Source: an optimization exercise on an open RTL-to-GDS flow (aim: small area and a short achievable clock period). Production flows keep margins and buffers that such runs may drop. Where RTL was checked, it was by simulation tests only, not by an equivalence proof against the original. No functional check of the RTL was part of runs 1 to 3.

==> config.mk <==
export PLATFORM = sky130hd
export DESIGN_NAME = csc_top
export DESIGN_NICKNAME = csc_top
export VERILOG_FILES = /design/flow/design.v
export SDC_FILE = /design/flow/constraint.sdc
export NUM_CORES = 4
export LEC_CHECK = 0
export CAP_MARGIN = 20
export CORE_MARGIN = 2
export CORE_UTILIZATION = 50
export SETUP_SLACK_MARGIN = 5
export SLEW_MARGIN = 20
==> constraint.sdc <==
create_clock -name core_clock -period 10.0 [get_ports {CLOCK_50_I}]
set_input_delay 2.0000 -clock core_clock [delete_from_list [all_inputs] [get_ports {CLOCK_50_I}]]
set_output_delay 2.0000 -clock core_clock [all_outputs]
set_load 0.01 [all_outputs]
==> design.v <==
package csc_pkg;
	typedef logic [17:0] sram_addr_t;
	typedef logic [15:0] sram_word_t;
	typedef logic [7:0] pixel_t;
	localparam int IMG_WIDTH = 320;
	localparam int IMG_HEIGHT = 240;
	localparam int PAIRS_PER_ROW = 160;
	localparam int WORDS_PER_ROW = 80;      
	localparam int GROUPS = 19200;          
	localparam sram_addr_t Y_BASE = 18'd0;
	localparam sram_addr_t U_BASE = 18'd38400;
	localparam sram_addr_t V_BASE = 18'd57600;
	localparam sram_addr_t RGB_BASE = 18'd146944;
	localparam sram_addr_t RGB_LAST = 18'd262143;
endpackage
`timescale 1ns/100ps
module sram_arbiter (
	input logic CLOCK_50_I,
	input logic resetn,
	input logic cmd_we,
	input csc_pkg::sram_addr_t cmd_addr,
	input csc_pkg::sram_word_t cmd_wdata,
	output csc_pkg::sram_addr_t sram_addr,
	output csc_pkg::sram_word_t sram_wdata,
	output logic sram_we_n
);
	always_ff @(posedge CLOCK_50_I or negedge resetn) begin
		if (!resetn)
			sram_we_n <= 1'b1;
		else
			sram_we_n <= !cmd_we;
	end
	always_ff @(posedge CLOCK_50_I) begin
		sram_addr <= cmd_addr;
		sram_wdata <= cmd_wdata;
	end
endmodule
`timescale 1ns/100ps
module yuv_fetch (
	input logic CLOCK_50_I,
	input logic resetn,
	input logic start,
	output logic busy,
	output logic done,
	output logic [3:0] ph,
	output logic j_first,          
	output logic j_near_end,       
	output logic j_last,           
	output logic cmd_we,
	output csc_pkg::sram_addr_t cmd_addr
);
	logic [1:0] prime;             
	logic wr_on;
	logic done_pre;
	logic [6:0] jc;
	logic [16:0] gy;               
	logic [16:0] c_addr;
	csc_pkg::sram_addr_t wa;       
	logic wr_ph, wr_now, last_wr;
	assign wr_ph = (ph <= 4'd1) || (ph >= 4'd4 && ph <= 4'd6) || (ph == 4'd8);
	assign wr_now = busy && wr_on && wr_ph;
	assign last_wr = wr_now && (wa == csc_pkg::RGB_LAST);
	assign cmd_we = wr_now;
	assign c_addr = gy + ((ph == 4'd2) ? 17'(csc_pkg::U_BASE + 18'd2) : 17'(csc_pkg::V_BASE + 18'd2));
	always_comb begin
		if (ph == 4'd7 || ph == 4'd9)
			cmd_addr = {gy, ph[3]};
		else if (ph == 4'd2 || ph == 4'd3)
			cmd_addr = {1'b0, c_addr};
		else
			cmd_addr = wa;
	end
	always_ff @(posedge CLOCK_50_I or negedge resetn) begin
		if (!resetn) begin
			busy <= 1'b0;
			done <= 1'b0;
			done_pre <= 1'b0;
			wr_on <= 1'b0;
		end else begin
			done_pre <= last_wr;
			done <= done_pre;
			if (done_pre)
				busy <= 1'b0;
			else if (start)
				busy <= 1'b1;
			if (!busy || last_wr)
				wr_on <= 1'b0;
			else if (prime == 2'd0 && ph == 4'd3)
				wr_on <= 1'b1;
		end
	end
	always_ff @(posedge CLOCK_50_I) begin
		if (!busy) begin
			ph <= 4'd2;
			prime <= 2'd3;
			jc <= 7'd77;
			j_first <= 1'b0;
			j_near_end <= 1'b0;
			j_last <= 1'b0;
			gy <= 17'h1fffe;
			wa <= csc_pkg::RGB_BASE;
		end else begin
			ph <= (ph == 4'd9) ? 4'd0 : ph + 4'd1;
			if (ph == 4'd9) begin
				if (prime != 2'd0)
					prime <= prime - 2'd1;
				jc <= (jc == 7'd79) ? 7'd0 : jc + 7'd1;
				j_first <= (jc == 7'd79);
				j_near_end <= (jc == 7'd77);
				j_last <= (jc == 7'd78);
				gy <= gy + 17'd1;
			end
			if (wr_now)
				wa <= wa + 18'd1;
		end
	end
endmodule
`timescale 1ns/100ps
module chroma_interpolator (
	input logic CLOCK_50_I,
	input logic [3:0] ph,
	input logic j_first,
	input logic j_near_end,
	input logic j_last,
	input csc_pkg::sram_word_t rdata,
	output csc_pkg::pixel_t ce_u,       
	output csc_pkg::pixel_t ce_v,
	output csc_pkg::pixel_t c_odd       
);
	csc_pkg::pixel_t e [0:15];
	logic shift;
	logic pair_b;
	csc_pkg::pixel_t t0, t1, t2, t3, t4, t5;
	assign shift = (ph <= 4'd3);
	assign pair_b = ph[1];
	always_ff @(posedge CLOCK_50_I) begin
		if (shift) begin
			for (int i = 0; i < 15; i++)
				e[i] <= e[i + 1];
		end else if (ph == 4'd5) begin
			e[12] <= rdata[15:8];
			e[14] <= rdata[7:0];
		end else if (ph == 4'd6) begin
			e[13] <= rdata[15:8];
			e[15] <= rdata[7:0];
		end
	end
	assign ce_u = e[3];
	assign ce_v = e[4];
	always_comb begin
		t0 = e[0];
		t1 = e[2];
		t2 = e[4];
		t3 = e[6];
		t4 = e[8];
		t5 = e[10];
		if (j_first && !pair_b) begin
			t0 = e[4];
			t1 = e[4];
		end
		if (j_first && pair_b)
			t0 = e[2];
		if (j_near_end && pair_b)
			t5 = e[8];
		if (j_last && !pair_b) begin
			t4 = e[6];
			t5 = e[6];
		end
		if (j_last && pair_b) begin
			t3 = e[4];
			t4 = e[4];
			t5 = e[4];
		end
	end
	logic [8:0] m, m_r;
	logic signed [9:0] d1, d2, d3, d1_r, d2_r, d3_r;
	assign m = t2 + t3;
	assign d1 = {2'b0, t2} + {2'b0, t3} - {2'b0, t1} - {2'b0, t4};
	assign d2 = {2'b0, t0} + {2'b0, t5} - {2'b0, t1} - {2'b0, t4};
	assign d3 = {2'b0, t0} + {2'b0, t5} - {2'b0, t2} - {2'b0, t3};
	always_ff @(posedge CLOCK_50_I) begin
		m_r <= m;
		d1_r <= d1;
		d2_r <= d2;
		d3_r <= d3;
	end
	logic signed [17:0] acc, ms, e1, e2, e3;
	logic signed [9:0] sh;
	assign ms = {9'd0, m_r};
	assign e1 = d1_r;
	assign e2 = d2_r;
	assign e3 = d3_r;
	assign acc = (ms <<< 7) + (e1 <<< 5) + (e2 <<< 4) + (e2 <<< 2) + e3 + 18'sd128;
	assign sh = acc[17:8];
	assign c_odd = sh[9] ? 8'h00 : (sh[8] ? 8'hff : sh[7:0]);
endmodule
`timescale 1ns/100ps
module csc_matrix (
	input logic CLOCK_50_I,
	input csc_pkg::pixel_t y_in,
	input csc_pkg::pixel_t u_in,
	input csc_pkg::pixel_t v_in,
	output csc_pkg::pixel_t r,
	output csc_pkg::pixel_t g,
	output csc_pkg::pixel_t b
);
	logic signed [26:0] ye, t_in, t_r;
	csc_pkg::pixel_t u, v;
	assign ye = {19'd0, y_in};
	assign t_in = (ye <<< 16) + (ye <<< 13) + (ye <<< 11) + (ye <<< 9) - (ye <<< 2) - 27'sd1220544;
	always_ff @(posedge CLOCK_50_I) begin
		t_r <= t_in;
		u <= u_in;
		v <= v_in;
	end
	logic signed [26:0] u1, v1, un, vn;
	assign u1 = {{19{~u[7]}}, ~u[7], u[6:0]};
	assign v1 = {{19{~v[7]}}, ~v[7], v[6:0]};
	assign un = ~u1;
	assign vn = ~v1;
	localparam int NR = 9;
	localparam int NG = 12;
	localparam int NB = 7;
	logic signed [26:0] rr [NR];
	logic signed [26:0] gr [NG];
	logic signed [26:0] br [NB];
	assign rr[0] = t_r;
	assign rr[1] = v1 <<< 17;
	assign rr[2] = vn <<< 15;
	assign rr[3] = v1 <<< 13;
	assign rr[4] = vn <<< 11;
	assign rr[5] = v1 <<< 7;
	assign rr[6] = v1 <<< 4;
	assign rr[7] = v1 <<< 2;
	assign rr[8] = vn + 27'sd34817;     
	assign gr[0] = t_r;
	assign gr[1] = un <<< 15;
	assign gr[2] = u1 <<< 13;
	assign gr[3] = un <<< 10;
	assign gr[4] = un <<< 5;
	assign gr[5] = u1 <<< 3;
	assign gr[6] = vn <<< 16;
	assign gr[7] = v1 <<< 14;
	assign gr[8] = vn <<< 12;
	assign gr[9] = vn <<< 5;
	assign gr[10] = vn;
	assign gr[11] = 27'sd103489;        
	assign br[0] = t_r;
	assign br[1] = u1 <<< 17;
	assign br[2] = u1 <<< 10;
	assign br[3] = u1 <<< 7;
	assign br[4] = u1 <<< 5;
	assign br[5] = un <<< 2;
	assign br[6] = un + 27'sd5;         
	logic signed [10:0] rh, gh, bh, rh_r, gh_r, bh_r;
	logic [19:0] rl, gl, bl;
	logic [3:0] rc_r, gc_r, bc_r;
	always_comb begin
		rh = '0;
		rl = '0;
		for (int i = 0; i < NR; i++) begin
			rh = rh + rr[i][26:16];
			rl = rl + {4'd0, rr[i][15:0]};
		end
		gh = '0;
		gl = '0;
		for (int i = 0; i < NG; i++) begin
			gh = gh + gr[i][26:16];
			gl = gl + {4'd0, gr[i][15:0]};
		end
		bh = '0;
		bl = '0;
		for (int i = 0; i < NB; i++) begin
			bh = bh + br[i][26:16];
			bl = bl + {4'd0, br[i][15:0]};
		end
	end
	always_ff @(posedge CLOCK_50_I) begin
		rh_r <= rh;
		gh_r <= gh;
		bh_r <= bh;
		rc_r <= rl[19:16];
		gc_r <= gl[19:16];
		bc_r <= bl[19:16];
	end
	function automatic csc_pkg::pixel_t sat(input logic signed [10:0] s);
		if (s[10])
			sat = 8'h00;
		else if (s[9:8] != 2'd0)
			sat = 8'hff;
		else
			sat = s[7:0];
	endfunction
	assign r = sat(rh_r + {7'd0, rc_r});
	assign g = sat(gh_r + {7'd0, gc_r});
	assign b = sat(bh_r + {7'd0, bc_r});
endmodule
`timescale 1ns/100ps
module rgb_store (
	input logic CLOCK_50_I,
	input logic [3:0] ph,
	input csc_pkg::pixel_t r,
	input csc_pkg::pixel_t g,
	input csc_pkg::pixel_t b,
	output csc_pkg::sram_word_t wdata
);
	csc_pkg::pixel_t r1, g1, b1;     
	csc_pkg::pixel_t r2, g2, b2;     
	always_ff @(posedge CLOCK_50_I) begin
		if (ph >= 4'd3 && ph <= 4'd6) begin
			r1 <= r;
			g1 <= g;
			b1 <= b;
			r2 <= r1;
			g2 <= g1;
			b2 <= b1;
		end
	end
	always_comb begin
		case (ph)
		4'd4: wdata = {r1, g1};
		4'd5, 4'd0: wdata = {b2, r1};
		4'd6: wdata = {g2, b2};
		4'd8: wdata = {r2, g2};
		default: wdata = {g1, b1};
		endcase
	end
endmodule
`timescale 1ns/100ps
module csc_top (
	input logic CLOCK_50_I,
	input logic resetn,
	input logic start,
	output logic busy,
	output logic done,
	output csc_pkg::sram_addr_t sram_addr,
	output csc_pkg::sram_word_t sram_wdata,
	output logic sram_we_n,
	input csc_pkg::sram_word_t sram_rdata
);
	logic [3:0] ph;
	logic j_first, j_near_end, j_last;
	logic cmd_we;
	csc_pkg::sram_addr_t cmd_addr;
	csc_pkg::sram_word_t cmd_wdata;
	csc_pkg::pixel_t ce_u, ce_v, c_odd, uo;
	csc_pkg::sram_word_t yh;         
	csc_pkg::pixel_t y_op, u_op, v_op;
	csc_pkg::pixel_t r, g, b;
	yuv_fetch seq_unit (
		.CLOCK_50_I, .resetn, .start, .busy, .done,
		.ph, .j_first, .j_near_end, .j_last,
		.cmd_we, .cmd_addr
	);
	chroma_interpolator interp_unit (
		.CLOCK_50_I, .ph, .j_first, .j_near_end, .j_last,
		.rdata(sram_rdata), .ce_u, .ce_v, .c_odd
	);
	always_ff @(posedge CLOCK_50_I) begin
		if (ph == 4'd0 || ph == 4'd2)
			yh <= sram_rdata;
		uo <= c_odd;     
	end
	always_comb begin
		if (!ph[0]) begin
			y_op = yh[7:0];
			u_op = uo;
			v_op = c_odd;
		end else begin
			y_op = yh[15:8];
			u_op = ce_u;
			v_op = ce_v;
		end
	end
	csc_matrix matrix_unit (
		.CLOCK_50_I, .y_in(y_op), .u_in(u_op), .v_in(v_op),
		.r, .g, .b
	);
	rgb_store store_unit (
		.CLOCK_50_I, .ph, .r, .g, .b, .wdata(cmd_wdata)
	);
	sram_arbiter arbiter_unit (
		.CLOCK_50_I, .resetn,
		.cmd_we, .cmd_addr, .cmd_wdata,
		.sram_addr, .sram_wdata, .sram_we_n
	);
endmodule
==> run.sh <==
#!/bin/bash
# synth_recipe.tcl (not shown) runs the flow's synth.tcl, then flattens the netlist and writes it again
# the make line also repeats each setting of config.mk as NAME=value (left out here)
make -C /OpenROAD-flow-scripts/flow DESIGN_CONFIG=/design/flow/config.mk WORK_HOME=/design/flow/orfs CLKGATE_MAP_FILE= SYNTH_SCRIPT=/design/flow/synth_recipe.tcl finish
==> results of run 1 <==
[worst paths after layout]
| kind | startpoint | end | slack [ns] | depth (start not counted) |
|---|---|---|---|---|
| worst max-delay path | interp_unit.d3_r[9] | matrix_unit.v[0] | 5.24 | 14 |
| worst min-delay path | seq_unit.done_pre | seq_unit.done | 0.38 | 0 |
| max in group asynchronous | resetn | arbiter_unit.sram_we_n | 8.07 | 1 |
| worst min register to register | seq_unit.done_pre | seq_unit.done | 0.38 | 0 |
| worst max register to register | interp_unit.d3_r[9] | matrix_unit.v[0] | 5.24 | 14 |
| min in group asynchronous | resetn | seq_unit.done | 1.66 | 1 |
[through the flow]
stage / setup WS [ns] / hold slack (ns) / area, sq um / cells
2_1_floorplan: 5.02 / 0.354 / 27900 / 2622
3_3_place_gp: 4.48 / 0.378 / 29300 / 3389
3_5_place_dp: 4.36 / 0.369 / 29300 / 3390
4_1_cts: 4.95 / 0.382 / 30800 / 3476
5_1_grt: 4.93 / 0.403 / 31100 / 3498
6_report: 5.24 / 0.384 / 31100 / 3499
[per-layer routing]
| metal | vias up | GRT usage | part of all wire | wire length [um] |
|---|---|---|---|---|
| met5 | - | 0 | 0 | 0 |
| li1 | 8969 | - | - | - |
| met1 | 8852 | 0.284 | 0.46 | 27400 |
| met2 | 294 | 0.371 | 0.48 | 28700 |
| met4 | 0 | 0.0651 | 0.026 | 1550 |
| met3 | 88 | 0.0293 | 0.034 | 2050 |
[cell families (layout without fill, tap and decap cells)]
family,Yosys count,in the layout,share of synthesized area
other,0,1,0
xor gates and xnor gates,195,195,0.0616
and+or+nand+nor,544,544,0.0910
muxes,54,54,0.0204
AOI/OAI and AO/OA,417,417,0.0935
buffers and inverters,455,583,0.0615
DFF,412,412,0.366
adders and majority gates,545,545,0.306
[placed cells by master, fill, tap and decap left out, drive strengths merged, types with 19 or more instances in the layout]
| cell | instances |
|---|---|
| a21o | 39 |
| a21oi | 139 |
| a31oi | 27 |
| and3 | 26 |
| buf | 45 |
| clkbuf | 59 |
| clkdlybuf4s50 | 55 |
| dfxtp | 215 |
| edfxtp | 192 |
| fa | 227 |
| ha | 318 |
| inv | 394 |
| mux2 | 22 |
| mux2i | 32 |
| nand2 | 214 |
| nand2b | 23 |
| nand3 | 40 |
| nor2 | 118 |
| nor2b | 26 |
| nor3 | 33 |
| o21a | 19 |
| o21ai | 98 |
| o21bai | 23 |
| xnor2 | 128 |
| xor2 | 67 |
[sequential cells by signal, indices dropped and copies added (netlist names), 9 cells and up]
register,count
interp_unit.e,128
matrix_unit.t_r,25
arbiter_unit.sram_addr,18
seq_unit.wa,18
seq_unit.gy,17
arbiter_unit.sram_wdata,16
yh,16
matrix_unit.bh_r,11
matrix_unit.gh_r,11
matrix_unit.rh_r,11
interp_unit.d1_r,10
interp_unit.d2_r,10
interp_unit.m_r,9
[worst max-delay path, delay by kind of cell, from the launching register on]
family / cells / cell delay, ns
adders and majority gates: 4 / 1.91
AOI/OAI and AO/OA: 4 / 1.15
and+or+nand+nor: 3 / 0.65
DFF: 1 / 0.46
muxes: 1 / 0.28
buffers and inverters: 2 / 0.22
[area by class of cell]
type / instances / area [sq um]
multi-input combinational: 1755 / 16000
timing repair buffer: 101 / 946
inverter: 401 / 1540
timing repair inverter: 1 / 5.00
fill: 4711 / 24000
antenna: 1 / 2.50
sequential: 412 / 10200
tap: 748 / 936
clock inverter: 22 / 174
clock buffer: 58 / 1220
[timing repair]
item                                    CTS  global route
setup buffers                             5            20
endpoints found under the setup margin   25            24
gates resized for setup                  19            27
gates cloned                              1             0
pin swaps                                 0             1
==> results.ini, run 1 <==
[global_route]
grt_pass1_wl_um = 97600
grt_remaining_overflow = 0
grt_max_degree = 93
grt_usage = 0.216
grt_pass1_vias = 18700
antenna_found_initial = 0

[route]
drtPass1Iterations = 7
post_drt_wl_per_cell_um = 17.1
drc = 0
via_per_inst = 5.20
vias = 18200
drt_iter0_markers = 1050
ant_nets = 0
totalWireLength_um = 59800

[synthesis]
yosysTopAreaCellShare = 0.207
synthCells = 2622
synth_edf_count = 192
synth.most_common_cell = inv_1
yosys.area.top_type = edfxtp_1
ys_top_cells_by_area = edfxtp_1, fa_1, dfxtp_1
yosysUniqueCellTypes = 65
yosysSeqAreaShare = 0.366
ys_ff_latch = 412
syn_nets = 3186
ys.flop_type = dfxtp_1
syn_area_per_cell_sq_um = 10.6
synth_common_cells = inv_1, ha_1, fa_1, dfxtp_1, nand2_1
yosysWarnings = 10
async_flop_share = 0.0121
netlist_area_sq_mm = 0.0279

[clock_network]
cts_root_buf = clkbuf_16
clock_latency_ns = 0.56
path_clk_slew_ns = 0.06
cts_tree = built
numCtsBuffers = 44
hold_buffers = 0
clkSinkCount = 412
cts_max_path_buffers = 3
htree_levels = 2

[timing]
fin_crit_sh = 0.476
final_max_slew_viol_count = 0
finalClockSkew_ns = 0.0113
setup_viol = 0
period_needed_ns = 4.76
timing.fmax_mhz = 210
rsz0062_at_grt = yes
tightest_slew_ns = 0.964
final_hold_viol_count = 0
tns_ns = 0
max_slew_margin = 0.357

[die]
rows = 86
start_util = 0.506
die_y_um = 240
core-area_sq_mm = 0.0551
die_area_sq_mm = 0.0576
num_io_pins = 56
fp.dieW_um = 240

[worst_setup_path]
path_class = register to register
path_cells = inv_1 -> fa_1 -> fa_1 -> fa_1 -> inv_1 -> ha_1 -> o21ai_0 -> nand2b_1 -> o41a_1 -> a41o_1 -> nor4bb_1 -> nor3_2 -> a21oi_1 -> mux2_2
critPathMaxFanout = 8
required_ns = 10.50
cp.arrival_ns = 5.26
slowest_delay_ns = 0.55
cpMaxStageDelayCell = fa_1
crit_top_cell = fa_1
setup.worst_path.start_class = register
endpoint_kind = register

[run_status]
run_status = timing/DRC/antenna clean

[place]
gp_congestion = 0.877
dp_hpwl_um = 46200
io_buffers = 55

[finish]
fin_nets = 3280
area_growth_syn_to_layout_pct = 11.7
drive_above_1_share = 0.0691
finish.utilization = 0.565

[flow_run]
drv_cap = 0

[worst_hold_path]
hold_class = register to register

==> run 2, diff against run 1 <==
--- a/design.v
+++ b/design.v
@@ -57,15 +57,15 @@
 	logic [16:0] c_addr;
 	csc_pkg::sram_addr_t wa;       
 	logic wr_ph, wr_now, last_wr;
-	assign wr_ph = (ph <= 4'd1) || (ph >= 4'd4 && ph <= 4'd6) || (ph == 4'd8);
+	assign wr_ph = (ph == 4'd1) || (ph == 4'd2) || (ph >= 4'd5 && ph <= 4'd7) || (ph == 4'd9);
 	assign wr_now = busy && wr_on && wr_ph;
 	assign last_wr = wr_now && (wa == csc_pkg::RGB_LAST);
 	assign cmd_we = wr_now;
-	assign c_addr = gy + ((ph == 4'd2) ? 17'(csc_pkg::U_BASE + 18'd2) : 17'(csc_pkg::V_BASE + 18'd2));
+	assign c_addr = gy + ((ph == 4'd3) ? 17'(csc_pkg::U_BASE + 18'd2) : 17'(csc_pkg::V_BASE + 18'd2));
 	always_comb begin
-		if (ph == 4'd7 || ph == 4'd9)
-			cmd_addr = {gy, ph[3]};
-		else if (ph == 4'd2 || ph == 4'd3)
+		if (ph == 4'd8 || ph == 4'd0)
+			cmd_addr = {gy, ph == 4'd0};
+		else if (ph == 4'd3 || ph == 4'd4)
 			cmd_addr = {1'b0, c_addr};
 		else
 			cmd_addr = wa;
@@ -85,13 +85,13 @@
 				busy <= 1'b1;
 			if (!busy || last_wr)
 				wr_on <= 1'b0;
-			else if (prime == 2'd0 && ph == 4'd3)
+			else if (prime == 2'd0 && ph == 4'd4)
 				wr_on <= 1'b1;
 		end
 	end
 	always_ff @(posedge CLOCK_50_I) begin
 		if (!busy) begin
-			ph <= 4'd2;
+			ph <= 4'd3;
 			prime <= 2'd3;
 			jc <= 7'd77;
 			j_first <= 1'b0;
@@ -108,8 +108,9 @@
 				j_first <= (jc == 7'd79);
 				j_near_end <= (jc == 7'd77);
 				j_last <= (jc == 7'd78);
-				gy <= gy + 17'd1;
 			end
+			if (ph == 4'd0)
+				gy <= gy + 17'd1;
 			if (wr_now)
 				wa <= wa + 18'd1;
 		end
@@ -137,16 +138,16 @@
 		if (shift) begin
 			for (int i = 0; i < 15; i++)
 				e[i] <= e[i + 1];
-		end else if (ph == 4'd5) begin
+		end else if (ph == 4'd6) begin
 			e[12] <= rdata[15:8];
 			e[14] <= rdata[7:0];
-		end else if (ph == 4'd6) begin
+		end else if (ph == 4'd7) begin
 			e[13] <= rdata[15:8];
 			e[15] <= rdata[7:0];
 		end
 	end
-	assign ce_u = e[3];
-	assign ce_v = e[4];
+	assign ce_u = e[2];
+	assign ce_v = e[3];
 	always_comb begin
 		t0 = e[0];
 		t1 = e[2];
@@ -185,14 +186,16 @@
 		d3_r <= d3;
 	end
 	logic signed [17:0] acc, ms, e1, e2, e3;
-	logic signed [9:0] sh;
+	logic signed [9:0] sh, sh_r;
 	assign ms = {9'd0, m_r};
 	assign e1 = d1_r;
 	assign e2 = d2_r;
 	assign e3 = d3_r;
 	assign acc = (ms <<< 7) + (e1 <<< 5) + (e2 <<< 4) + (e2 <<< 2) + e3 + 18'sd128;
 	assign sh = acc[17:8];
-	assign c_odd = sh[9] ? 8'h00 : (sh[8] ? 8'hff : sh[7:0]);
+	always_ff @(posedge CLOCK_50_I)
+		sh_r <= sh;
+	assign c_odd = sh_r[9] ? 8'h00 : (sh_r[8] ? 8'hff : sh_r[7:0]);
 endmodule
 `timescale 1ns/100ps
 module csc_matrix (
@@ -205,53 +208,53 @@
 	output csc_pkg::pixel_t b
 );
 	logic signed [26:0] ye, t_in, t_r;
-	csc_pkg::pixel_t u, v;
+	logic signed [9:0] u1_in, v1_in, u3_in, v3_in;
+	logic signed [9:0] u1_r, v1_r, u3_r, v3_r;
 	assign ye = {19'd0, y_in};
 	assign t_in = (ye <<< 16) + (ye <<< 13) + (ye <<< 11) + (ye <<< 9) - (ye <<< 2) - 27'sd1220544;
+	assign u1_in = {{3{~u_in[7]}}, u_in[6:0]};
+	assign v1_in = {{3{~v_in[7]}}, v_in[6:0]};
+	assign u3_in = u1_in + (u1_in <<< 1);
+	assign v3_in = v1_in + (v1_in <<< 1);
 	always_ff @(posedge CLOCK_50_I) begin
 		t_r <= t_in;
-		u <= u_in;
-		v <= v_in;
-	end
-	logic signed [26:0] u1, v1, un, vn;
-	assign u1 = {{19{~u[7]}}, ~u[7], u[6:0]};
-	assign v1 = {{19{~v[7]}}, ~v[7], v[6:0]};
-	assign un = ~u1;
-	assign vn = ~v1;
-	localparam int NR = 9;
-	localparam int NG = 12;
-	localparam int NB = 7;
+		u1_r <= u1_in;
+		v1_r <= v1_in;
+		u3_r <= u3_in;
+		v3_r <= v3_in;
+	end
+	logic signed [26:0] u1, v1, u3, v3;
+	assign u1 = u1_r;
+	assign v1 = v1_r;
+	assign u3 = u3_r;
+	assign v3 = v3_r;
+	localparam int NR = 6;
+	localparam int NG = 9;
+	localparam int NB = 6;
 	logic signed [26:0] rr [NR];
 	logic signed [26:0] gr [NG];
 	logic signed [26:0] br [NB];
 	assign rr[0] = t_r;
-	assign rr[1] = v1 <<< 17;
-	assign rr[2] = vn <<< 15;
-	assign rr[3] = v1 <<< 13;
-	assign rr[4] = vn <<< 11;
-	assign rr[5] = v1 <<< 7;
-	assign rr[6] = v1 <<< 4;
-	assign rr[7] = v1 <<< 2;
-	assign rr[8] = vn + 27'sd34817;     
+	assign rr[1] = v3 <<< 15;
+	assign rr[2] = v3 <<< 11;
+	assign rr[3] = v1 <<< 7;
+	assign rr[4] = v1 <<< 4;
+	assign rr[5] = v3;
 	assign gr[0] = t_r;
-	assign gr[1] = un <<< 15;
-	assign gr[2] = u1 <<< 13;
-	assign gr[3] = un <<< 10;
-	assign gr[4] = un <<< 5;
-	assign gr[5] = u1 <<< 3;
-	assign gr[6] = vn <<< 16;
-	assign gr[7] = v1 <<< 14;
-	assign gr[8] = vn <<< 12;
-	assign gr[9] = vn <<< 5;
-	assign gr[10] = vn;
-	assign gr[11] = 27'sd103489;        
+	assign gr[1] = ~u3 <<< 13;
+	assign gr[2] = ~u1 <<< 10;
+	assign gr[3] = ~u3 <<< 3;
+	assign gr[4] = ~v3 <<< 14;
+	assign gr[5] = ~v1 <<< 12;
+	assign gr[6] = ~v1 <<< 5;
+	assign gr[7] = ~v1;
+	assign gr[8] = 27'sd29737;          
 	assign br[0] = t_r;
 	assign br[1] = u1 <<< 17;
 	assign br[2] = u1 <<< 10;
 	assign br[3] = u1 <<< 7;
-	assign br[4] = u1 <<< 5;
-	assign br[5] = un <<< 2;
-	assign br[6] = un + 27'sd5;         
+	assign br[4] = u3 <<< 3;
+	assign br[5] = u3;
 	logic signed [10:0] rh, gh, bh, rh_r, gh_r, bh_r;
 	logic [19:0] rl, gl, bl;
 	logic [3:0] rc_r, gc_r, bc_r;
@@ -307,7 +310,7 @@
 	csc_pkg::pixel_t r1, g1, b1;     
 	csc_pkg::pixel_t r2, g2, b2;     
 	always_ff @(posedge CLOCK_50_I) begin
-		if (ph >= 4'd3 && ph <= 4'd6) begin
+		if (ph >= 4'd4 && ph <= 4'd7) begin
 			r1 <= r;
 			g1 <= g;
 			b1 <= b;
@@ -318,10 +321,10 @@
 	end
 	always_comb begin
 		case (ph)
-		4'd4: wdata = {r1, g1};
-		4'd5, 4'd0: wdata = {b2, r1};
-		4'd6: wdata = {g2, b2};
-		4'd8: wdata = {r2, g2};
+		4'd5: wdata = {r1, g1};
+		4'd6, 4'd1: wdata = {b2, r1};
+		4'd7: wdata = {g2, b2};
+		4'd9: wdata = {r2, g2};
 		default: wdata = {g1, b1};
 		endcase
 	end
@@ -357,12 +360,12 @@
 		.rdata(sram_rdata), .ce_u, .ce_v, .c_odd
 	);
 	always_ff @(posedge CLOCK_50_I) begin
-		if (ph == 4'd0 || ph == 4'd2)
+		if (ph == 4'd1 || ph == 4'd3)
 			yh <= sram_rdata;
 		uo <= c_odd;     
 	end
 	always_comb begin
-		if (!ph[0]) begin
+		if (ph[0]) begin
 			y_op = yh[7:0];
 			u_op = uo;
 			v_op = c_odd;
==> results.ini, run 2 <==
[clock_network]
cts_tree = built
numCtsBuffers = 48  ; +9.1%
cts_max_path_buffers = 3  ; unchanged
hold_buffers = 0  ; unchanged
clkSinkCount = 438  ; +6.3%
path_clk_slew_ns = 0.06  ; about the same
cts_root_buf = clkbuf_16
clock_latency_ns = 0.59  ; +0.03 ns
htree_levels = 2  ; unchanged

[place]
dp_hpwl_um = 45900  ; -0.71%
gp_congestion = 0.876  ; -0.14%
io_buffers = 55  ; unchanged
dp.cells = 3259  ; -3.9%

[timing]
tns_ns = 0  ; unchanged
setup_viol = 0  ; unchanged
tightest_slew_ns = 1.08  ; +0.118 ns
timing.fmax_mhz = 208  ; -0.91%
final_hold_viol_count = 0  ; unchanged
period_needed_ns = 4.80  ; +0.0436 ns
max_slew_margin = 0.279  ; -0.0781
fin_crit_sh = 0.480  ; +0.00436
rsz0062_at_grt = yes
final_max_slew_viol_count = 0  ; unchanged
finalClockSkew_ns = 0.0144  ; +0.00303 ns

[finish]
final_cell_count_no_fill = 3364  ; -3.9%
seqCellArea_sq_mm = 0.0107  ; +4.9%
n_fill_cell = 4614  ; -2.1%
top_regs = interp_unit.e (128), matrix_unit.t_r (25)
finish.utilization = 0.563  ; -0.00125
mostFrequentLayoutCell = inv_1
fin_nets = 3156  ; -3.8%
layout_common_cells = inv_1, ha_1, dfxtp_1
diodes = 0  ; -1
area_growth_syn_to_layout_pct = 11.5
largest_register_ffs = 128  ; unchanged
drive_above_1_share = 0.0588  ; -0.0102
multiInputGateArea_sq_mm = 0.0150  ; -6.5%
largest-register = interp_unit.e

[global_route]
grt_pass1_vias = 18000  ; -3.9%
antenna_found_initial = 0  ; unchanged
grt_remaining_overflow = 0  ; unchanged
grt_pass1_wl_um = 95500  ; -2.1%
grt_usage = 0.217  ; +0.000851
grt_max_degree = 88  ; -5.4%

[synthesis]
yosysUniqueCellTypes = 66  ; +1.5%
synth.most_common_cell = inv_1
synthCells = 2546  ; -2.9%
syn_nets = 3074  ; -3.5%
ys_ff_latch = 438  ; +6.3%
netlist_area_sq_mm = 0.0272  ; -2.3%
yosysTopAreaCellShare = 0.212  ; +0.00495
yosysWarnings = 10  ; unchanged
syn_area_per_cell_sq_um = 10.7  ; +0.58%
async_flop_share = 0.0114  ; -0.000720
yosysSeqAreaShare = 0.394  ; +0.0279
ys_top_cells_by_area = edfxtp_1, dfxtp_1, ha_1
ys.flop_type = dfxtp_1
synth_edf_count = 192  ; unchanged
yosys.area.top_type = edfxtp_1
synth_common_cells = inv_1, ha_1, dfxtp_1, nand2_1, edfxtp_1

[die]
fp.dieW_um = 237  ; -1.2%
die_area_sq_mm = 0.0563  ; -2.3%
rows = 85  ; -1.2%
num_io_pins = 56  ; unchanged
start_util = 0.506  ; about the same
core-area_sq_mm = 0.0538  ; -2.3%
die_y_um = 237  ; -1.2%

[route]
drc = 0  ; unchanged
drtPass1Iterations = 5  ; -2
vias = 17700  ; -2.6%
drt_iter0_markers = 849  ; -19%
totalWireLength_um = 59800  ; about the same
ant_nets = 0  ; unchanged
post_drt_wl_per_cell_um = 17.8  ; +4.0%
via_per_inst = 5.27  ; +1.4%

[worst_setup_path]
reg2reg_setup_slack_ns = 5.20  ; -0.04 ns
endpoint_kind = register
r2r-end = matrix_unit.gc_r[2]
critPathMaxFanout = 4  ; -4
r2r-start = matrix_unit.v1_r[6]
setup.worst_path.start_class = register
cp.arrival_ns = 5.26  ; about the same
path_class = register to register
required_ns = 10.46  ; -0.04 ns
worstRegToRegCells = 16  ; +2

[worst_hold_path]
holdPathEnd = seq_unit.done
min_from = seq_unit.done_pre
hold_depth = 0  ; unchanged
hold_class = register to register

[flow_run]
drv_cap = 0  ; unchanged

[run_status]
run_status = timing/DRC/antenna clean

-- run 2: repair_timing --
action | CTS | global route
buffers inserted | 3 | 11
endpoints found under the setup margin | 14 | 13
cloned | 1 | 0
resized for setup | 7 | 10
-- run 2: stage by stage --
step                worst slack [ns]  hold WS, ns  cell area (sq um)
finish                          5.20        0.403              30300
global route                    4.97        0.414              30300
CTS                             5.05        0.403              30200
detailed placement              4.37        0.376              28600
global placement                4.46        0.380              28600
floorplan                       4.97        0.354              27300
-- run 2: final cells by class --
type,count,share of cell area
flip-flops and latches,438,0.354
clock inverters,28,0.00862
multi-input cells,1698,0.495
well taps,696,0.0287
repair buffers,80,0.0251
repair inverters,1,0.000248
clock buffers,62,0.0435
inverters,361,0.0451
-- run 2: kinds of logic after synthesis --
kind of cell | Yosys count | synth area share
compound gates | 399 | 0.0901
xor+xnor | 188 | 0.0605
fa+ha+maj | 509 | 0.285
buf+inv | 410 | 0.0568
flops | 438 | 0.394
mux | 54 | 0.0208
simple gates | 548 | 0.0930
-- run 2: routing by layer --
layer | vias to the layer above | global-route usage | routed length [um]
li1 | 8696 | - | -
met1 | 8664 | 0.297 | 27900
met2 | 288 | 0.362 | 28200
met3 | 89 | 0.0261 | 2190
met4 | 0 | 0.0658 | 1530
met5 | - | 0 | 0
-- run 2: critical path, stage by stage (launching register included) --
cell,delay [ns]
dfxtp_1,0.36
inv_1,0.30
fa_1,0.50
fa_1,0.51
inv_1,0.05
fa_1,0.53
inv_1,0.05
ha_1,0.31
ha_1,0.29
nand4_1,0.08
o41ai_1,0.43
a21oi_1,0.15
o311ai_0,0.34
o21ai_0,0.21
o21bai_1,0.25
a21oi_1,0.14
xor2_1,0.16
-- run 2: worst max path at each step --
| stage | start | end | cells after the start |
|---|---|---|---|
| after floorplan | matrix_unit.v1_r[7] | matrix_unit.gh_r[10] | 18 |
| after global placement | matrix_unit.v1_r[7] | matrix_unit.gh_r[10] | 17 |
| after detailed placement | matrix_unit.v1_r[7] | matrix_unit.gh_r[10] | 17 |
| after CTS | matrix_unit.v1_r[7] | matrix_unit.rc_r[2] | 14 |
| after global routing | matrix_unit.v1_r[6] | matrix_unit.gc_r[2] | 16 |
| final | matrix_unit.v1_r[6] | matrix_unit.gc_r[2] | 16 |
==> run 3, diff against run 2 <==
==> flow/run.sh (new file) <==
#!/bin/bash
set -u
export SETUP_SLACK_MARGIN=6.3
export BUFFER_PORTS_ARGS="-buffer_cell sky130_fd_sc_hd__buf_4"
bash standard.sh > standard_flow.log 2>&1
==> standard.sh (new file) <==
#!/bin/bash
# synth_recipe.tcl (not shown) runs the flow's synth.tcl, then flattens the netlist and writes it again
# the make line also repeats each setting of config.mk as NAME=value (left out here)
make -C /OpenROAD-flow-scripts/flow DESIGN_CONFIG=/design/flow/config.mk WORK_HOME=/design/flow/orfs CLKGATE_MAP_FILE= SYNTH_SCRIPT=/design/flow/synth_recipe.tcl "${@:-finish}"
--- a/config.mk
+++ b/config.mk
@@ -8,5 +8,4 @@
 export CAP_MARGIN = 20
 export CORE_MARGIN = 2
 export CORE_UTILIZATION = 50
-export SETUP_SLACK_MARGIN = 5
 export SLEW_MARGIN = 20
removed: run.sh
==> results.ini, run 3 <==
[worst_setup_path]
cp.buffers_inverters = 4  ; +1
critPathTopFamily = adder cells
cpMaxStageDelayCell = fa_1
path_class = register to register
path_cells = clkinvlp_4 -> buf_6 -> fa_1 -> inv_2 -> fa_1 -> fa_1 -> fa_1 -> inv_2 -> ha_4 -> fa_2 -> a21oi_2 -> nor2_1 -> nor2_2 -> o21bai_1 -> a21oi_2 -> o21bai_1 -> a21oi_1 -> xnor2_1
slowest_delay_ns = 0.54  ; about the same
setup.worst_path.start_class = register
crit_start = matrix_unit.v1_r[7]
r2r-start = matrix_unit.v1_r[7]
critPathMaxFanout = 4  ; unchanged
endpoint_kind = register
required_ns = 10.48  ; +0.02 ns
cp.arrival_ns = 4.80  ; -0.46 ns
crit_top_cell = fa_1

[clock_network]
path_clk_slew_ns = 0.07  ; about the same
cts_root_buf = clkbuf_16
clkSinkCount = 438  ; unchanged
clock_latency_ns = 0.60  ; about the same
numCtsBuffers = 48  ; unchanged
cts_tree = built
htree_levels = 2  ; unchanged
hold_buffers = 0  ; unchanged
cts_max_path_buffers = 3  ; unchanged

[run_status]
run_status = timing/DRC/antenna clean

[finish]
fin_nets = 3285  ; +4.1%
final_cell_count_no_fill = 3492  ; +3.8%
finish.utilization = 0.612  ; +0.0488
layout_common_cells = inv_1, ha_1, nand2_1
largest_register_ffs = 128  ; unchanged
mostFrequentLayoutCell = inv_1
drive_above_1_share = 0.213  ; +0.154
top_regs = interp_unit.e (128), matrix_unit.t_r (25)
largest-register = interp_unit.e
seqCellArea_sq_mm = 0.0108  ; +0.45%
multiInputGateArea_sq_mm = 0.0164  ; +9.6%
n_fill_cell = 4279  ; -7.3%
area_growth_syn_to_layout_pct = 21.1
diodes = 0  ; unchanged

[synthesis]
syn_nets = 3074  ; unchanged
synth_edf_count = 192  ; unchanged
async_flop_share = 0.0114  ; unchanged
netlist_area_sq_mm = 0.0272  ; unchanged
synthCells = 2546  ; unchanged
ys.flop_type = dfxtp_1
ys_ff_latch = 438  ; unchanged
synth.most_common_cell = inv_1
yosysUniqueCellTypes = 66  ; unchanged
ys_top_cells_by_area = edfxtp_1, dfxtp_1, ha_1
synth_common_cells = inv_1, ha_1, dfxtp_1, nand2_1, edfxtp_1
yosysWarnings = 10  ; unchanged
yosysTopAreaCellShare = 0.212  ; unchanged
syn_area_per_cell_sq_um = 10.7  ; unchanged
yosysSeqAreaShare = 0.394  ; unchanged
yosys.area.top_type = edfxtp_1

[route]
drt_iter0_markers = 943  ; +11%
via_per_inst = 5.27  ; -0.11%
ant_nets = 0  ; unchanged
post_drt_wl_per_cell_um = 18.0  ; +1.3%
drtPass1Iterations = 5  ; unchanged
totalWireLength_um = 62900  ; +5.1%
vias = 18400  ; +3.7%
drc = 0  ; unchanged

[global_route]
grt_remaining_overflow = 0  ; unchanged
grt_usage = 0.225  ; +0.00853
grt_pass1_wl_um = 99700  ; +4.4%
antenna_found_initial = 1  ; +1
grt_max_degree = 75  ; -15%
grt_pass1_vias = 19000  ; +5.3%

[timing]
timing.fmax_mhz = 231  ; +11%
setup_viol = 0  ; unchanged
tns_ns = 0  ; unchanged
period_needed_ns = 4.33  ; -0.475 ns
fin_crit_sh = 0.433  ; -0.0475
finalClockSkew_ns = 0.0217  ; +0.00734 ns
tightest_slew_ns = 0.999  ; -0.0829 ns
rsz0062_at_grt = yes
final_hold_viol_count = 0  ; unchanged
final_max_slew_viol_count = 0  ; unchanged
max_slew_margin = 0.334  ; +0.0552

[die]
fp.dieW_um = 237  ; unchanged
die_y_um = 237  ; unchanged
start_util = 0.506  ; unchanged
rows = 85  ; unchanged
die_area_sq_mm = 0.0563  ; unchanged
num_io_pins = 56  ; unchanged
core-area_sq_mm = 0.0538  ; unchanged

[flow_run]
drv_cap = 0  ; unchanged

[place]
dp.cells = 3259  ; unchanged
dp_hpwl_um = 45100  ; -1.7%
gp_congestion = 0.864  ; -1.4%
io_buffers = 55  ; unchanged

[worst_hold_path]
hold_class = register to register
min_from = seq_unit.done_pre

## run 3: cell count changes in the layout (fill, tap and decap cells not counted), moves of 33 or more
cell,before,now
buf_4,22,167
clkdlybuf4s50_1,55,0
ha_1,325,277
a21oi_1,146,103
inv_1,356,317
ha_4,0,37
inv_2,1,35
a21oi_2,1,34
## run 3: path summary, 6_finish.rpt
| kind | depth (start not counted) | slack [ns] | endpoint |
|---|---|---|---|
| worst min-delay path | 0 | 0.38 | seq_unit.done |
| min in group asynchronous | 1 | 1.19 | seq_unit.busy |
| worst max-delay path | 18 | 5.67 | matrix_unit.gh_r[10] |
| max in group asynchronous | 1 | 8.61 | arbiter_unit.sram_we_n |
| worst max register to register | 18 | 5.67 | matrix_unit.gh_r[10] |
| worst min register to register | 0 | 0.38 | seq_unit.done |
## run 3: area by class of cell
cell class,instances,area share
Multi-Input combinational cell,1698,0.499
Sequential cell,438,0.327
Timing Repair Buffer,208,0.0540
Inverter,361,0.0423
Clock buffer,60,0.0400
Tap cell,696,0.0264
Clock inverter,29,0.0105
Timing Repair inverter,2,0.000456
## run 3: per-layer routing
| layer | up-vias | GRT usage | routed length [um] |
|---|---|---|---|
| li1 | 8960 | - | - |
| met1 | 9008 | 0.301 | 28200 |
| met2 | 319 | 0.378 | 30100 |
| met3 | 105 | 0.0351 | 2690 |
| met4 | 0 | 0.0705 | 1860 |
| met5 | - | 0 | 0 |
## run 3: timing repair
item | 4_1_cts | 5_1_grt
gates resized for setup | 224 | 132
setup buffers | 106 | 35
pin swaps | 119 | 139
gates cloned | 3 | 0
endpoints found under the setup margin | 71 | 55
## run 3: per-stage QoR
stage	setup slack [ns]	instance area (sq um)	hold WS, ns
6_report	5.67	33000	0.377
4_1_cts	5.69	32100	0.380
3_3_place_gp	4.64	28600	0.365
3_5_place_dp	4.48	28600	0.367
5_1_grt	5.51	33000	0.392
2_1_floorplan	5.12	27500	0.354
## run 3: cells by family after synthesis
logic type,share of synthesized area
multiplexers,0.0208
adder cells (fa/ha/maj),0.285
buffers and inverters,0.0568
AO/OA/AOI/OAI,0.0901
flip-flops,0.394
XOR/XNOR,0.0605
AND/OR/NAND/NOR,0.0930
==> run 4, diff against run 3 <==
--- a/design.v
+++ b/design.v
@@ -57,15 +57,15 @@
 	logic [16:0] c_addr;
 	csc_pkg::sram_addr_t wa;       
 	logic wr_ph, wr_now, last_wr;
-	assign wr_ph = (ph == 4'd1) || (ph == 4'd2) || (ph >= 4'd5 && ph <= 4'd7) || (ph == 4'd9);
+	assign wr_ph = (ph == 4'd0) || (ph >= 4'd5);
 	assign wr_now = busy && wr_on && wr_ph;
 	assign last_wr = wr_now && (wa == csc_pkg::RGB_LAST);
 	assign cmd_we = wr_now;
-	assign c_addr = gy + ((ph == 4'd3) ? 17'(csc_pkg::U_BASE + 18'd2) : 17'(csc_pkg::V_BASE + 18'd2));
+	assign c_addr = gy + ((ph == 4'd2) ? 17'(csc_pkg::U_BASE + 18'd2) : 17'(csc_pkg::V_BASE + 18'd2));
 	always_comb begin
-		if (ph == 4'd8 || ph == 4'd0)
-			cmd_addr = {gy, ph == 4'd0};
-		else if (ph == 4'd3 || ph == 4'd4)
+		if (ph == 4'd1 || ph == 4'd4)
+			cmd_addr = {gy, ph[0]};
+		else if (ph == 4'd2 || ph == 4'd3)
 			cmd_addr = {1'b0, c_addr};
 		else
 			cmd_addr = wa;
@@ -91,7 +91,7 @@
 	end
 	always_ff @(posedge CLOCK_50_I) begin
 		if (!busy) begin
-			ph <= 4'd3;
+			ph <= 4'd2;
 			prime <= 2'd3;
 			jc <= 7'd77;
 			j_first <= 1'b0;
@@ -109,7 +109,7 @@
 				j_near_end <= (jc == 7'd77);
 				j_last <= (jc == 7'd78);
 			end
-			if (ph == 4'd0)
+			if (ph == 4'd1)
 				gy <= gy + 17'd1;
 			if (wr_now)
 				wa <= wa + 18'd1;
@@ -132,16 +132,16 @@
 	logic shift;
 	logic pair_b;
 	csc_pkg::pixel_t t0, t1, t2, t3, t4, t5;
-	assign shift = (ph <= 4'd3);
-	assign pair_b = ph[1];
+	assign shift = (ph <= 4'd4) && (ph != 4'd2);
+	assign pair_b = (ph >= 4'd3);
 	always_ff @(posedge CLOCK_50_I) begin
 		if (shift) begin
 			for (int i = 0; i < 15; i++)
 				e[i] <= e[i + 1];
-		end else if (ph == 4'd6) begin
+		end else if (ph == 4'd5) begin
 			e[12] <= rdata[15:8];
 			e[14] <= rdata[7:0];
-		end else if (ph == 4'd7) begin
+		end else if (ph == 4'd6) begin
 			e[13] <= rdata[15:8];
 			e[15] <= rdata[7:0];
 		end
@@ -308,24 +308,19 @@
 	output csc_pkg::sram_word_t wdata
 );
 	csc_pkg::pixel_t r1, g1, b1;     
-	csc_pkg::pixel_t r2, g2, b2;     
+	csc_pkg::pixel_t g2, b2;         
 	always_ff @(posedge CLOCK_50_I) begin
-		if (ph >= 4'd4 && ph <= 4'd7) begin
-			r1 <= r;
-			g1 <= g;
-			b1 <= b;
-			r2 <= r1;
-			g2 <= g1;
-			b2 <= b1;
-		end
+		r1 <= r;
+		g1 <= g;
+		b1 <= b;
+		g2 <= g1;
+		b2 <= b1;
 	end
 	always_comb begin
 		case (ph)
-		4'd5: wdata = {r1, g1};
-		4'd6, 4'd1: wdata = {b2, r1};
-		4'd7: wdata = {g2, b2};
-		4'd9: wdata = {r2, g2};
-		default: wdata = {g1, b1};
+		4'd5, 4'd8: wdata = {r1, g1};
+		4'd6, 4'd9: wdata = {b2, r1};
+		default: wdata = {g2, b2};
 		endcase
 	end
 endmodule
@@ -360,12 +355,12 @@
 		.rdata(sram_rdata), .ce_u, .ce_v, .c_odd
 	);
 	always_ff @(posedge CLOCK_50_I) begin
-		if (ph == 4'd1 || ph == 4'd3)
+		if (ph == 4'd4 || ph == 4'd7)
 			yh <= sram_rdata;
 		uo <= c_odd;     
 	end
 	always_comb begin
-		if (ph[0]) begin
+		if (ph == 4'd3 || ph == 4'd6) begin
 			y_op = yh[7:0];
 			u_op = uo;
 			v_op = c_odd;
==> run.sh (new file) <==
#!/bin/bash
# synth_recipe.tcl (not shown) runs the flow's synth.tcl, then flattens the netlist and writes it again
# the make line also repeats each setting of config.mk as NAME=value (left out here)
make -C /OpenROAD-flow-scripts/flow DESIGN_CONFIG=/design/flow/config.mk WORK_HOME=/design/flow/orfs CLKGATE_MAP_FILE= SYNTH_SCRIPT=/design/flow/synth_recipe.tcl finish
--- a/config.mk
+++ b/config.mk
@@ -8,4 +8,5 @@
 export CAP_MARGIN = 20
 export CORE_MARGIN = 2
 export CORE_UTILIZATION = 50
+export SETUP_SLACK_MARGIN = 5
 export SLEW_MARGIN = 20
removed: flow/run.sh
removed: standard.sh
==> results.ini, run 4 <==
[global_route]
grt_max_degree = 68  ; -9.3%
grt_remaining_overflow = 0  ; unchanged
antenna_found_initial = 0  ; -1
grt_usage = 0.216  ; -0.00933
grt_pass1_wl_um = 92000  ; -7.7%
grt_pass1_vias = 17500  ; -7.6%

[route]
drtPass1Iterations = 5  ; unchanged
via_per_inst = 5.25  ; -0.39%
post_drt_wl_per_cell_um = 17.5  ; -3.0%
ant_nets = 0  ; unchanged
drc = 0  ; unchanged
totalWireLength_um = 57400  ; -8.7%
drt_iter0_markers = 941  ; -0.21%
vias = 17200  ; -6.2%

[synthesis]
yosys.area.top_type = dfxtp_1
synth.most_common_cell = ha_1
muxShareOfSynthArea = 0.0137  ; -0.00713
synth_common_cells = ha_1, inv_1, dfxtp_1, nand2_1, fa_1
synth_top_family_by_area = adder cells
synth_edf_count = 144  ; -25%
ys_top_cells_by_area = dfxtp_1, edfxtp_1, ha_1
synth-compound-area-share = 0.0996  ; +0.00944
yosysUniqueCellTypes = 72  ; +9.1%
yosys.area_share.adder = 0.295  ; +0.00995
synth-xor-area-share = 0.0670  ; +0.00648
synthCells = 2476  ; -2.7%
ys.flop_type = dfxtp_1
syn_nets = 3005  ; -2.2%
async_flop_share = 0.0116  ; +0.000212
ys_ff_latch = 430  ; -1.8%
yosysSeqAreaShare = 0.382  ; -0.0120
syn_area_per_cell_sq_um = 10.7  ; -0.28%
yosysWarnings = 10  ; unchanged
yosysTopAreaCellShare = 0.213  ; +0.00128
synth_simple_gate_area_frac = 0.0941  ; +0.00114
netlist_area_sq_mm = 0.0264  ; -3.0%

[place]
dp_hpwl_um = 44100  ; -2.3%
io_buffers = 55  ; unchanged
gp_congestion = 0.893  ; +3.4%

[timing]
setup_viol = 0  ; unchanged
fin_crit_sh = 0.473  ; +0.0407
max_slew_margin = 0.340  ; +0.00592
timing.fmax_mhz = 211  ; -8.6%
final_max_slew_viol_count = 0  ; unchanged
final_hold_viol_count = 0  ; unchanged
rsz0062_at_grt = no
tightest_slew_ns = 0.989  ; -0.00994 ns
finalClockSkew_ns = 0.0360  ; +0.0143 ns
period_needed_ns = 4.73  ; +0.407 ns
tns_ns = 0  ; unchanged

[finish]
finish.utilization = 0.566  ; -0.0463
n_fill_cell = 4463  ; +4.3%
largest_register_ffs = 128  ; unchanged
area_growth_syn_to_layout_pct = 12.3
fin_nets = 3089  ; -6.0%
diodes = 0  ; unchanged
layout_common_cells = ha_1, inv_1, dfxtp_1
largest-register = interp_unit.e
drive_above_1_share = 0.0666  ; -0.147
mostFrequentLayoutCell = ha_1
top_regs = interp_unit.e (128), matrix_unit.t_r (25)

[die]
rows = 84  ; -1.2%
start_util = 0.504  ; -0.00145
num_io_pins = 56  ; unchanged
die_y_um = 234  ; -1.5%
die_area_sq_mm = 0.0546  ; -3.0%
core-area_sq_mm = 0.0523  ; -2.7%
fp.dieW_um = 234  ; -1.5%

[clock_network]
numCtsBuffers = 48  ; unchanged
cts_root_buf = clkbuf_16
cts_tree = built
clkSinkCount = 430  ; -1.8%
htree_levels = 2  ; unchanged
clock_latency_ns = 0.60  ; about the same
cts_max_path_buffers = 3  ; unchanged
path_clk_slew_ns = 0.06  ; about the same

[worst_setup_path]
required_ns = 10.53  ; +0.05 ns
path_class = register to register
cpMaxStageDelayCell = dfxtp_4
setup.worst_path.start_class = register
cp.arrival_ns = 5.27  ; +0.47 ns
critPathMaxFanout = 17  ; +13
endpoint_kind = register
crit_top_cell = fa_1
cp.buffers_inverters = 3  ; -1
slowest_delay_ns = 0.56  ; +0.02 ns
path_cells = clkinvlp_4 -> fa_1 -> fa_1 -> fa_1 -> inv_1 -> fa_1 -> inv_1 -> ha_1 -> fa_1 -> a21oi_1 -> nor2_1 -> nor2_1 -> o21bai_1 -> a21oi_1 -> o21bai_1 -> a21oi_1 -> xnor2_1
critPathTopFamily = adder cells

[worst_hold_path]
hold_class = register to register

[flow_run]
drv_cap = 0  ; unchanged

[run_status]
run_status = timing/DRC/antenna clean

-- run 4: changes by cell type after synthesis, moves of 8 or more --
cell / previous run / this run
a21o_1: 32 / 40
a21oi_1: 147 / 134
a31oi_1: 3 / 14
dfxtp_1: 241 / 281
edfxtp_1: 192 / 144
inv_1: 360 / 290
mux2i_1: 34 / 18
nand2_1: 224 / 239
nand4_1: 34 / 17
nor2_1: 123 / 108
o211ai_1: 2 / 11
xnor2_1: 122 / 136
-- run 4: layout make-up --
type | count | area, sq um | share of cell area
well taps | 688 | 861 | 0.0291
clock inverters | 29 | 330 | 0.0112
repair buffers | 82 | 787 | 0.0266
clock buffers | 60 | 1270 | 0.0427
repair inverters | 2 | 10.0 | 0.000338
multi-input cells | 1705 | 15200 | 0.512
inverters | 291 | 1100 | 0.0372
flip-flops and latches | 430 | 10100 | 0.341
-- run 4: cell families after synthesis --
group | count (synthesis)
simple gates | 543
mux | 34
flops | 430
buf+inv | 341
compound gates | 417
xor+xnor | 198
fa+ha+maj | 513
-- run 4: metal layers --
metal	vias to the layer above	global-route usage	routed length [um]
met4	0	0.0667	1600
met5	-	0	0
met1	8355	0.301	27300
li1	8498	-	-
met3	101	0.0286	2180
met2	290	0.350	26300
-- run 4: path summary, 6_finish.rpt --
path	end	cells after the start	from	slack (ns)
setup reg to reg	matrix_unit.gh_r[10]	17	matrix_unit.v1_r[7]	5.27
setup / recovery	matrix_unit.gh_r[10]	17	matrix_unit.v1_r[7]	5.27
hold / removal	store_unit.b2[5]	0	store_unit.b1[5]	0.32
max in group asynchronous	arbiter_unit.sram_we_n	1	resetn	8.13
hold reg to reg	store_unit.b2[5]	0	store_unit.b1[5]	0.32
min in group asynchronous	seq_unit.busy	1	resetn	1.62
-- run 4: what timing repair did --
action                     4_1_cts  5_1_grt
pin swaps                        3        4
buffers inserted                 8       11
setup endpoints to repair       25       18
hold buffers                     0        0
gates resized for setup         22       19
gates cloned                     2        0
-- run 4: metrics by stage --
step                      setup slack [ns]  instances  instance area (sq um)  hold slack [ns]
final                                 5.27       3287                  29600            0.323
after global routing                  4.99       3287                  29600            0.328
after CTS                             4.99       3275                  29400            0.324
after detailed placement              4.03       3176                  27700            0.312
after global placement                4.26       3176                  27700            0.312
after floorplan                       5.04       2476                  26400            0.310
Testbench counts of run 4, summed over its fixed seeds: frame cycles 1,536,248.

## port drivers added, routing unchanged
How much do the figures lean on ideal ports? The routed layouts below were timed once more, with nothing changed but the port constraints. Step 1, drivers: a clkbuf_16 drives CLOCK_50_I and a buf_2 each remaining input, both assumed. Step 2 adds t to the input delays and takes it off the output delays; t is the mean of the earliest and latest rising clock arrival at the registers after step 1. Input paths then give back, and output paths get back, about the clock's delay inside the block. Slacks: no drivers / after step 1 / after step 2; pairs: no drivers / after step 1.
run	t (ns)	setup slack, ns	latest minus earliest clock arrival (ns)	worst register clock-pin slew, ns	worst data-port slew with drivers (ns)
run 1	0.622	5.243 / 5.243 / 5.243	0.013 / 0.012	0.06 / 0.06	0.03
run 2	0.643	5.200 / 5.200 / 5.200	0.015 / 0.015	0.06 / 0.06	0.08
run 3	0.639	5.675 / 5.675 / 5.675	0.026 / 0.027	0.07 / 0.07	0.07
run 4	0.642	5.268 / 5.268 / 5.268	0.038 / 0.038	0.06 / 0.06	0.04
After both steps every run listed still meets setup and hold.
